This design comes from an exercise in tuning for small area on the open sky130 flow, not from production work. Function was checked by simulation only, so behaviour that the tests miss may differ from the original. Power and IR drop assume default switching activity. The flow treats the clock pin as an ideal source, which a real chip does not have.

// bin2x2_reduce
module bin2x2_reduce (
  input  logic         clk,
  input  logic         rst,
  input  logic [95:0]  in_data,
  input  logic         in_valid,
  input  logic         in_sof,
  output logic         in_ready,
  output logic [47:0]  out_data,
  output logic         out_valid,
  output logic         out_eol,
  input  logic         out_ready,
  output logic         sof_err
);
For scale: roughly 3200 flip-flops, roughly 150 I/O pins, ~90000 um2 of cells after synthesis.
clock: 7.0 ns
lec_check: 0
abc_area: 1
cap_margin: 0
core_margin: 2
core_utilization: 60
cts_cluster_diameter: 100
cts_cluster_size: 34
gpl_routability_driven: 0
slew_margin: 0
tns_end_percent: 5
standard.sh (not shown) runs the stock make flow with config.mk's settings and CLKGATE_MAP_FILE= SYNTH_SCRIPT=/design/flow/synth_recipe.tcl, a recipe that flattens the netlist after the stock synthesis.
==> flow/flow/run.sh <==
#!/bin/bash
# The standard layout, with two changes:
# - synthesis skips the ABC pass inside Yosys's synth command (SYNTH_ARGS=-noabc), so the
#   full adders are extracted from the RTL's plain gates instead of an ABC-restructured
#   netlist (fewer inverters around them); the final ABC mapping still runs;
# - the input and output ports are buffered with the smallest buffer cell.
set -euo pipefail
bash standard.sh SYNTH_ARGS=-noabc "BUFFER_PORTS_ARGS=-buffer_cell sky130_fd_sc_hd__buf_1" finish > layout_make.log 2>&1
Edit:
--- a/flow/config.mk
+++ b/flow/config.mk
@@ -11,6 +11,5 @@
 export CORE_UTILIZATION = 60
+export CTS_BUF_LIST = sky130_fd_sc_hd__clkbuf_8 sky130_fd_sc_hd__clkbuf_16
 export CTS_CLUSTER_DIAMETER = 100
 export CTS_CLUSTER_SIZE = 34
-export GPL_ROUTABILITY_DRIVEN = 0
 export SLEW_MARGIN = 0
-export TNS_END_PERCENT = 5
Effect: The changed run finished clean. Sequential cell count does not change. Sequential power hardly moves. Maximum frequency drops by 0.31%. Worst setup slack got worse by 0.021 ns.

========
Starting RTL as in the previous note.
Settings: LEC_CHECK=0, ABC_AREA=1, CAP_MARGIN=0, CORE_MARGIN=2, CORE_UTILIZATION=60, CTS_CLUSTER_DIAMETER=100, CTS_CLUSTER_SIZE=32, GPL_ROUTABILITY_DRIVEN=0, SLEW_MARGIN=0, TNS_END_PERCENT=5; clock period 7.0 ns.
Scripts as last shown in full above: flow/flow/run.sh
Edit:
==> flow/flow/run.sh (replaced) <==
#!/bin/bash
# The standard layout, with these changes:
# - synthesis skips the ABC pass inside Yosys's synth command (SYNTH_ARGS=-noabc), so the
#   full adders are extracted from the RTL's plain gates instead of an ABC-restructured
#   netlist (fewer inverters around them); the final ABC mapping still runs;
# - the input and output ports are buffered with the smallest buffer cell.
set -euo pipefail
bash standard.sh SYNTH_ARGS=-noabc REMOVE_ABC_BUFFERS=1 "BUFFER_PORTS_ARGS=-buffer_cell sky130_fd_sc_hd__buf_1" finish > layout_make.log 2>&1
- CTS_CLUSTER_SIZE: 32 -> 34
- GPL_ROUTABILITY_DRIVEN: 0 -> default
- GPL_TIMING_DRIVEN: default -> 0
- TNS_END_PERCENT: 5 -> default
Outcome: Worst setup slack is worse by 200 ps. Final cell count goes up by 0.70%. Area after synthesis is unchanged. Routed wire length goes down by 10%.
Edit:
==> flow/flow/run.sh (replaced) <==
#!/bin/bash
# The standard layout, with two changes:
# - synthesis skips the ABC pass inside Yosys's synth command (SYNTH_ARGS=-noabc), so the
#   full adders are extracted from the RTL's plain gates instead of an ABC-restructured
#   netlist (fewer inverters around them); the final ABC mapping still runs;
# - the input and output ports are buffered with the smallest buffer cell.
set -euo pipefail
bash standard.sh SYNTH_ARGS=-noabc "BUFFER_PORTS_ARGS=-buffer_cell sky130_fd_sc_hd__buf_1" finish > layout_make.log 2>&1
- CTS_CLUSTER_SIZE: 34 -> 30
- GPL_ROUTABILITY_DRIVEN: default -> 0
- GPL_TIMING_DRIVEN: 0 -> default
- PLACE_DENSITY: default -> 0.8
- TNS_END_PERCENT: default -> 5
=>
- The changed run completed without violations
- design area went down by 2.1%
- non-clock buffer count went down by 84
- first-iteration DRC count went up by 41%
- clock power went up by 6.1%
- fmax went up by 0.77%
- sequential share of layout area went up by 1.5 points
- wire length went up by about 10%
- setup slack gets better by 53 ps
- flip-flop and latch count stays the same
- total power went up by 1.6%
- die area does not change

========
Another version of the RTL of bin2x2_reduce (not shown whole).
Size in the first run: roughly 7400 cells after synthesis.
Settings: LEC_CHECK=0, ABC_AREA=1, CAP_MARGIN=0, CORE_MARGIN=2, CORE_UTILIZATION=75, CTS_CLUSTER_DIAMETER=100, CTS_CLUSTER_SIZE=30, SLEW_MARGIN=0; clock period 7.0 ns.
==> flow/flow/run.sh <==
#!/bin/bash
# The standard layout, with two changes:
# - synthesis skips the ABC pass inside Yosys's synth command (SYNTH_ARGS=-noabc), so the
#   full adders are extracted from the RTL's plain gates instead of an ABC-restructured
#   netlist (fewer inverters around them); the final ABC mapping still runs;
# - the input and output ports are buffered with the smallest buffer cell.
set -euo pipefail
bash standard.sh SYNTH_ARGS=-noabc "BUFFER_PORTS_ARGS=-buffer_cell sky130_fd_sc_hd__buf_1" finish > layout_make.log 2>&1
Next try:
Settings changed: CORE_UTILIZATION 75 to 60.
Outcome:
- The changed run finished clean
- clock-buffer cell count fell by 1
- clock skew shrinks by 15 ps
- core utilization drops by 15 points
- cell area grows by 0.55%
- routed wire length went down by 0.35%

========
bin2x2_reduce with an RTL version that a note above also has.
Size: ~7300 cells after synthesis, ~150 I/O pins, ~0.090 mm^2 of cells after synthesis.
Design bin2x2_reduce, start of the top module:
module bin2x2_reduce (
  input  logic         clk,
  input  logic         rst,
  input  logic [95:0]  in_data,
  input  logic         in_valid,
  input  logic         in_sof,
  output logic         in_ready,
  output logic [47:0]  out_data,
  output logic         out_valid,
  output logic         out_eol,
  input  logic         out_ready,
  output logic         sof_err
);
  localparam int unsigned PW = bin_pkg::PIX_W;
  logic       odd_q, odd_d;
  logic [5:0] col_q;
  logic       accept, eff_odd, last, load, load_n;
  logic [5:0] eff_col;
  logic [4*(PW+1)-1:0] x_cur, s_even;
  logic [47:0] y_pix;
  logic [47:0] out_q;
  logic       even_q, out_idle_q;
  logic       accept_n;
  logic       tgl_q;
  assign in_ready = !odd_q || !out_valid || out_ready;
  assign accept   = in_valid && in_ready;
  assign accept_n = !in_valid || (!even_q && !out_idle_q && !out_ready);
  assign eff_odd  = odd_q && !in_sof;
  assign load     = accept && eff_odd;
  assign load_n   = !in_valid || even_q || in_sof || (!out_idle_q && !out_ready);
  assign eff_col  = in_sof ? 6'd0 : col_q;
  assign last     = (eff_col == 6'b010100);
  assign odd_d    = last ? !eff_odd : eff_odd;
  ...
==> flow/config.mk <==
export PLATFORM = sky130hd
export DESIGN_NAME = bin2x2_reduce
export DESIGN_NICKNAME = bin2x2_reduce
export VERILOG_FILES = /design/flow/design.v
export SDC_FILE = /design/flow/constraint.sdc
export NUM_CORES = 4
export LEC_CHECK = 0
export ABC_AREA = 1
export CAP_MARGIN = 0
export CORE_MARGIN = 2
export CORE_UTILIZATION = 60
export CTS_CLUSTER_DIAMETER = 100
export CTS_CLUSTER_SIZE = 34
export SLEW_MARGIN = 0
==> flow/constraint.sdc <==
create_clock -name core_clock -period 7.0 [get_ports {clk}]
set_input_delay 1.4000 -clock core_clock [delete_from_list [all_inputs] [get_ports {clk}]]
set_output_delay 1.4000 -clock core_clock [all_outputs]
set_load 0.01 [all_outputs]
Scripts as last shown in full above: flow/flow/run.sh
Next try:
--- a/flow/config.mk
+++ b/flow/config.mk
@@ -13,0 +14 @@
+export PLACE_DENSITY = 0.8
Non-clock buffer count went down by 14.
Global-route usage went down by 0.17 points.
Cell area hardly moves.
Cell count barely changes.
Wire length is about the same.
Setup slack gets worse by 0.15 ns.
Count of clock-buffer cells in the layout went down by 2.
Die area is unchanged.
Maximum frequency went down by 2.1%.
Via count went up by 0.76%.
Next try:
--- a/flow/config.mk
+++ b/flow/config.mk
@@ -13,2 +13 @@
-export CTS_CLUSTER_SIZE = 34
-export PLACE_DENSITY = 0.8
+export CTS_CLUSTER_SIZE = 30
=> Wire length is higher by 0.43%; design area is higher by 0.46%; die area is unchanged; count of clock-buffer cells in the layout is higher by 15; cell count is higher by 0.32%; non-clock buffer count is higher by 14; setup slack gets better by 0.15 ns; sequential power hardly moves; core utilization is higher by 0.29 points; register-to-register slack gets better by 0.07 ns.

========
bin2x2_reduce, a different RTL version from the one above (not shown whole).
For scale: about 7400 cells after synthesis, about 3200 flip-flops, roughly 150 I/O pins.
export LEC_CHECK = 0
export ABC_AREA = 1
export CAP_MARGIN = 0
export CORE_MARGIN = 2
export CORE_UTILIZATION = 60
export CTS_CLUSTER_DIAMETER = 100
export CTS_CLUSTER_SIZE = 30
export SLEW_MARGIN = 0
create_clock -name core_clock -period 7.0 [get_ports {clk}]
==> flow/flow/run.sh <==
#!/bin/bash
# The standard layout, except that the input and output ports are buffered with the
# smallest buffer cell (buffer_ports otherwise picks a large delay buffer).
set -euo pipefail
bash standard.sh "BUFFER_PORTS_ARGS=-buffer_cell sky130_fd_sc_hd__buf_1" finish > layout_make.log 2>&1
The baseline completed without violations.
Rerun with:
==> flow/run.sh (new file) <==
#!/bin/bash
# synth_recipe.tcl (not shown) runs the flow's synth.tcl, then flattens the netlist and writes it again
# the make line also repeats each setting of config.mk as NAME=value (left out here)
make -C /OpenROAD-flow-scripts/flow DESIGN_CONFIG=/design/flow/config.mk WORK_HOME=/design/flow/orfs CLKGATE_MAP_FILE= SYNTH_SCRIPT=/design/flow/synth_recipe.tcl finish
- CAP_MARGIN: 0 -> 20
- SLEW_MARGIN: 0 -> 20
removed: flow/flow/run.sh
removed: flow/standard.sh
=> The changed run passed the timing, DRC and antenna checks. Via count stays flat. Register-to-register slack hardly moves. Total power hardly moves. Wire length came out higher by 0.40%. Maximum frequency is about the same.
Rerun with:
- CORE_UTILIZATION: 60 -> 40
Effect: The new run went through all stages and came out clean; die area climbs by 49%; setup slack gets worse by 0.037 ns; non-clock buffer count is unchanged; wire length went up by 2.3%; power is higher by 0.56%; core utilization decreases by 21 points; synthesized cell count does not change; cell count went up by 11%; design area came out higher by 1.4%; global-route usage shrinks by 6.3 points; combinational power is about the same.

==> afterwards: timing with drivers on the ports <==
Ports are ideal in the flow. The routed layouts listed here were re-timed in OpenROAD. Step 1 assumes that a clkbuf_16 drives the clock port and a buf_2 every other input. Step 2 moves the port delays by t, midway between the first and last clock arrival at a register: inputs arrive t later, outputs are due t later. That takes back most of the time a late clock gives input paths. Slacks: ideal ports / drivers / drivers and shift; pairs: ideal ports / drivers.
| run | t, ns | setup WS [ns] | pins driven straight from the clock port |
|---|---|---|---|
| the first run of note 1 | 0.806 | 0.308 / 0.360 / -0.446 | 1 |
| the second run of note 1 | 0.823 | 0.287 / 0.340 / -0.483 | 1 |
| the first run of note 2 | 0.828 | 0.293 / 0.345 / -0.483 | 1 |
| the second run of note 2 | 0.807 | 0.094 / 0.148 / -0.659 | 1 |
| the third run of note 2 | 0.837 | 0.146 / 0.194 / -0.642 | 1 |
| the first run of note 3 | 0.807 | 0.347 / 0.399 / -0.408 | 1 |
| the second run of note 3 | 0.830 | 0.337 / 0.387 / -0.443 | 1 |
| the first run of note 4 | 0.823 | 0.287 / 0.340 / -0.483 | 1 |
| the second run of note 4 | 0.839 | 0.142 / 0.201 / -0.638 | 1 |
| the third run of note 4 | 0.826 | 0.287 / 0.340 / -0.486 | 1 |
| the first run of note 5 | 0.835 | 0.154 / 0.212 / -0.622 | 1 |
| the second run of note 5 | 0.835 | 0.157 / 0.216 / -0.618 | 1 |
| the third run of note 5 | 0.878 | 0.120 / 0.190 / -0.688 | 1 |
With both steps, setup timing fails in every run listed, where it was met with ideal ports. For the third run of note 5, which loses most, drivers alone change the setup slack by +0.070 ns; drivers and shift together by -0.808 ns.
